Source: an optimization exercise on an open RTL-to-GDS flow (aim: small area). Production flows keep margins and buffers that such runs may drop.
At most, simulation tests tie the RTL to the original design; equivalence was not proved.

## anc_top
module anc_top
(
    input  logic        clk,
    input  logic        rstn,
    input  logic        head_flag,
    input  anc_pkg::sample_t reff,
    input  anc_pkg::sample_t primary_a,
    input  anc_pkg::sample_t primary_b,
    output anc_pkg::sample_t dout,
    output logic        frame_done
);
Size: ~60 I/O pins.
==> module frame_sequencer, before the edit <==
module frame_sequencer
(
    input  logic       clk,
    input  logic       rstn,
    input  logic       head_flag,
    output logic       start,
    output logic       filter_en,
    output logic       update_en,
    output logic       out_load,
    output logic       last_upd
);
    logic [4:0] s;
    assign start     = (s == 5'd0) && head_flag;
    logic       filt_q;
    logic       upd_q;
    assign filter_en = filt_q;
    assign update_en = upd_q;
    always_ff @(posedge clk or negedge rstn)
    begin
        if (!rstn)
        begin
            filt_q <= 1'b0;
            upd_q  <= 1'b0;
        end
        else
        begin
            filt_q <= (s >= 5'd1) && (s <= 5'd8);       
            upd_q  <= (s >= 5'd9) && (s <= 5'd16);      
        end
    end
    assign out_load  = (s == 5'd10);
    assign last_upd  = (s == 5'd17);
    always_ff @(posedge clk or negedge rstn)
    begin
        if (!rstn)
            s <= 5'd0;
        else if (s == 5'd0)
        begin
            if (head_flag)
                s <= 5'd1;
        end
        else if (s == 5'd18)
        begin
            if (!head_flag)
                s <= 5'd0;
        end
        else
            s <= s + 5'd1;
    end
endmodule
==> flow/config.mk <==
export PLATFORM = sky130hd
export DESIGN_NAME = anc_top
export DESIGN_NICKNAME = anc_top
export VERILOG_FILES = /design/flow/design.v
export SDC_FILE = /design/flow/constraint.sdc
export NUM_CORES = 4
export LEC_CHECK = 0
export ABC_AREA = 1
export CAP_MARGIN = 20
export CORE_MARGIN = 2
export CORE_UTILIZATION = 65
export SLEW_MARGIN = 20
==> flow/constraint.sdc <==
create_clock -name core_clock -period 12.0 [get_ports {clk}]
set_input_delay 2.4000 -clock core_clock [delete_from_list [all_inputs] [get_ports {clk}]]
set_output_delay 2.4000 -clock core_clock [all_outputs]
set_load 0.01 [all_outputs]
standard.sh (not shown) runs the stock make flow with config.mk's settings and CLKGATE_MAP_FILE= SYNTH_SCRIPT=/design/flow/synth_recipe.tcl, a recipe that flattens the netlist after the stock synthesis.
==> flow/flow/run.sh <==
#!/bin/bash
# Layout flow: the standard synthesis and layout, with these changes.
#  1. After the standard synthesis (unchanged), flow/invopt.py chooses signal
#     polarities to save inverters: full-adder cells are self-dual, xor2/xnor2
#     and and/or-type cells have complemented twins, and half adders can be
#     rebuilt from an xor and a 2-input gate. Registers are not touched.
#  2. The layout then runs with the smallest port buffers and a coarser
#     clock tree without dummy loads (flow/layout_args.sh).
# Each step writes its full output to a log file in this folder.
set -euo pipefail
R=orfs/results/sky130hd/anc_top/base
bash standard.sh synth > synth.log 2>&1
cp $R/1_2_yosys.v 1_2_yosys_standard.v
python3 flow/invopt.py 1_2_yosys_standard.v $R/1_2_yosys.v > invopt.log 2>&1
touch $R/1_2_yosys.v
source flow/layout_args.sh
bash standard.sh "${LAYOUT_ARGS[@]}" finish > layout.log 2>&1
Other scripts of this flow, unchanged in this note and not shown: flow/flow/invopt.py, flow/flow/layout_args.sh
The starting point produced a clean layout.
Next try:
--- a/flow/design.v
+++ b/flow/design.v
@@ -33,21 +33,6 @@
     logic [4:0] s;
     assign start     = (s == 5'd0) && head_flag;
-    logic       filt_q;
-    logic       upd_q;
-    assign filter_en = filt_q;
-    assign update_en = upd_q;
-    always_ff @(posedge clk or negedge rstn)
-    begin
-        if (!rstn)
-        begin
-            filt_q <= 1'b0;
-            upd_q  <= 1'b0;
-        end
-        else
-        begin
-            filt_q <= (s >= 5'd1) && (s <= 5'd8);       
-            upd_q  <= (s >= 5'd9) && (s <= 5'd16);      
-        end
-    end
+    assign filter_en = (s >= 5'd2) && (s <= 5'd9);
+    assign update_en = (s >= 5'd10) && (s <= 5'd17);
     assign out_load  = (s == 5'd10);
     assign last_upd  = (s == 5'd17);
=> Worst setup slack gains 0.11 ns; design area is about the same; register-to-register slack gains 0.11 ns; synthesized area stays flat; non-clock buffer count went down by 4; clock skew is about the same.


anc_top, a different RTL version from the one above (not shown whole).
Size in the first run: about 60 I/O pins, ~26000 sq um of cells after synthesis.
==> module frame_sequencer, before the edit <==
module frame_sequencer
(
    input  logic       clk,
    input  logic       rstn,
    input  logic       head_flag,
    output logic       start,
    output logic       filter_en,
    output logic       update_en,
    output logic       out_load,
    output logic       last_upd
);
    logic [4:0] s;
    assign start     = (s == 5'd0) && head_flag;
    logic       filt_q;
    logic       upd_q;
    assign filter_en = filt_q;
    assign update_en = upd_q;
    always_ff @(posedge clk or negedge rstn)
    begin
        if (!rstn)
        begin
            filt_q <= 1'b0;
            upd_q  <= 1'b0;
        end
        else
        begin
            filt_q <= start || ((s >= 5'd1) && (s <= 5'd7));    
            upd_q  <= (s >= 5'd9) && (s <= 5'd16);      
        end
    end
    assign out_load  = (s == 5'd10);
    assign last_upd  = (s == 5'd17);
    always_ff @(posedge clk or negedge rstn)
    begin
        if (!rstn)
            s <= 5'd0;
        else if (s == 5'd0)
        begin
            if (head_flag)
                s <= 5'd1;
        end
        else if (s == 5'd18)
        begin
            if (!head_flag)
                s <= 5'd0;
        end
        else
            s <= s + 5'd1;
    end
endmodule
==> module ref_delay_line, before the edit <==
module ref_delay_line
(
    input  logic               clk,
    input  logic               rstn,
    input  logic               start,
    input  logic signed [13:0] reff,
    input  logic [2:0]         ptr,
    output logic signed [13:0] x
);
    logic signed [13:0] ring [8];
    logic signed [13:0] xin;
    logic [2:0]         g;
    logic [3:0]         nf;
    logic               ins;
    assign ins = (ptr == ~g);
    always_ff @(posedge clk)
    begin
        ring[0] <= ins ? xin : ring[7];
        for (int i = 1; i < 8; i++)
            ring[i] <= ring[i-1];
    end
    always_ff @(posedge clk)
    begin
        if (start)
        begin
            xin <= reff;
            g   <= g + 3'd1;
        end
    end
    always_ff @(posedge clk or negedge rstn)
    begin
        if (!rstn)
            nf <= 4'd0;
        else if (start && !nf[3])
            nf <= nf + 4'd1;
    end
    always_comb
    begin
        if (!(nf[3] || (ptr < nf[2:0])))
            x = 14'sd0;
        else if (ptr == 3'd0)
            x = xin;
        else
            x = ring[g];
    end
endmodule
==> module lms_channel, before the edit <==
module lms_channel
(
    input  logic               clk,
    input  logic               start,
    input  logic               filter_en,
    input  logic               update_en,
    input  logic               wv,
    input  logic signed [13:0] primary,
    input  logic [6:0]         neg,
    input  logic [6:0]         one,
    input  logic [6:0]         two,
    output logic signed [13:0] err
);
    logic signed [15:0] w [8];
    logic signed [32:0] acc;
    logic signed [15:0] w_rd;
    logic signed [15:0] m;
    logic signed [32:0] addend;
    logic signed [32:0] t;
    logic signed [20:0] y;
    assign w_rd = wv ? w[7] : 16'sd0;
    assign y = ~acc[32:12];
    always_comb
    begin
        if (y[20:13] != {8{y[13]}})
            err = y[20] ? -14'sd8192 : 14'sd8191;
        else
            err = y[13:0];
    end
    assign m      = filter_en ? w_rd : 16'(err);
    assign addend = update_en ? {2'b00, w_rd, 15'd0} : acc;
    anc_mac mac_i (
        .m   (m),
        .neg (neg),
        .one (one),
        .two (two),
        .add (addend),
        .t   (t)
    );
    always_ff @(posedge clk)
    begin
        if (start)
            acc <= {{7{~primary[13]}}, ~primary, 12'd0};
        else if (filter_en)
            acc <= t;
    end
    always_ff @(posedge clk)
    begin
        w[0] <= update_en ? t[30:15] : w[7];
        for (int i = 1; i < 8; i++)
            w[i] <= w[i-1];
    end
endmodule
==> flow/config.mk <==
export PLATFORM = sky130hd
export DESIGN_NAME = anc_top
export DESIGN_NICKNAME = anc_top
export VERILOG_FILES = /design/flow/design.v
export SDC_FILE = /design/flow/constraint.sdc
export NUM_CORES = 4
export LEC_CHECK = 0
export CAP_MARGIN = 20
export CORE_MARGIN = 2
export CORE_UTILIZATION = 65
export SLEW_MARGIN = 20
==> flow/constraint.sdc <==
create_clock -name core_clock -period 12.0 [get_ports {clk}]
set_input_delay 2.4000 -clock core_clock [delete_from_list [all_inputs] [get_ports {clk}]]
set_output_delay 2.4000 -clock core_clock [all_outputs]
set_load 0.01 [all_outputs]
Scripts as last shown in full above: flow/flow/run.sh
Other scripts of this flow, unchanged in this note and not shown: flow/flow/invopt.py, flow/flow/layout_args.sh
==> next run, changes <==
--- a/flow/design.v
+++ b/flow/design.v
@@ -32,23 +32,8 @@
 );
     logic [4:0] s;
     assign start     = (s == 5'd0) && head_flag;
-    logic       filt_q;
-    logic       upd_q;
-    assign filter_en = filt_q;
-    assign update_en = upd_q;
-    always_ff @(posedge clk or negedge rstn)
-    begin
-        if (!rstn)
-        begin
-            filt_q <= 1'b0;
-            upd_q  <= 1'b0;
-        end
-        else
-        begin
-            filt_q <= start || ((s >= 5'd1) && (s <= 5'd7));    
-            upd_q  <= (s >= 5'd9) && (s <= 5'd16);      
-        end
-    end
+    assign filter_en = (s >= 5'd2) && (s <= 5'd9);
+    assign update_en = (s >= 5'd10) && (s <= 5'd17);
     assign out_load  = (s == 5'd10);
     assign last_upd  = (s == 5'd17);
     always_ff @(posedge clk or negedge rstn)
@@ -113,14 +98,14 @@
         else if (start && !nf[3])
             nf <= nf + 4'd1;
     end
-    always_comb
+    always_ff @(posedge clk)
     begin
         if (!(nf[3] || (ptr < nf[2:0])))
-            x = 14'sd0;
+            x <= 14'sd0;
         else if (ptr == 3'd0)
-            x = xin;
+            x <= xin;
         else
-            x = ring[g];
+            x <= ring[g];
     end
 endmodule
 module lms_channel
@@ -143,7 +128,7 @@
     logic signed [32:0] addend;
     logic signed [32:0] t;
     logic signed [20:0] y;
-    assign w_rd = wv ? w[7] : 16'sd0;
+    assign w_rd = wv ? w[0] : 16'sd0;
     assign y = ~acc[32:12];
     always_comb
     begin
@@ -171,8 +156,9 @@
     end
     always_ff @(posedge clk)
     begin
-        w[0] <= update_en ? t[30:15] : w[7];
-        for (int i = 1; i < 8; i++)
+        w[0] <= w[7];
+        w[1] <= update_en ? t[30:15] : w[0];
+        for (int i = 2; i < 8; i++)
             w[i] <= w[i-1];
     end
 endmodule
- flip-flop and latch count rose by 12
- routed wire length rises by about 0.8%
- non-clock buffer count came out lower by 64
- setup slack improves by 120 ps
- synthesized cell count climbs by 5.1%
- final cell count rose by 1.2%
- utilization goes down by 1.7 points
Only the layout flow was run in the first run of this note; the RTL was not checked for function there.

[separate check: timing with driven ports]
Ports are ideal in the flow. The routed layouts listed here were re-timed in OpenROAD. Step 1 assumes that a clkbuf_16 drives the clock port and a buf_2 every other input. Step 2 moves the port delays by t, midway between the first and last clock arrival at a register: inputs arrive t later, outputs are due t later. That takes back most of the time a late clock gives input paths. a / b / c = no drivers / after step 1 / after step 2; a / b = the first two.
run | t, ns | setup slack, ns | hold WS [ns] | latest minus earliest clock arrival (ns)
the first run of note 1 | 0.615 | 0.676 / 0.676 / 0.676 | 0.276 / 0.276 / 0.276 | 0.096 / 0.096
the second run of note 1 | 0.609 | 0.781 / 0.781 / 0.781 | 0.247 / 0.247 / 0.247 | 0.095 / 0.095
the first run of note 2 | 0.634 | 0.367 / 0.367 / 0.367 | 0.271 / 0.271 / 0.271 | 0.090 / 0.090
the second run of note 2 | 0.627 | 0.485 / 0.485 / 0.485 | 0.301 / 0.301 / 0.301 | 0.072 / 0.071
After both steps every run listed still meets setup and hold.
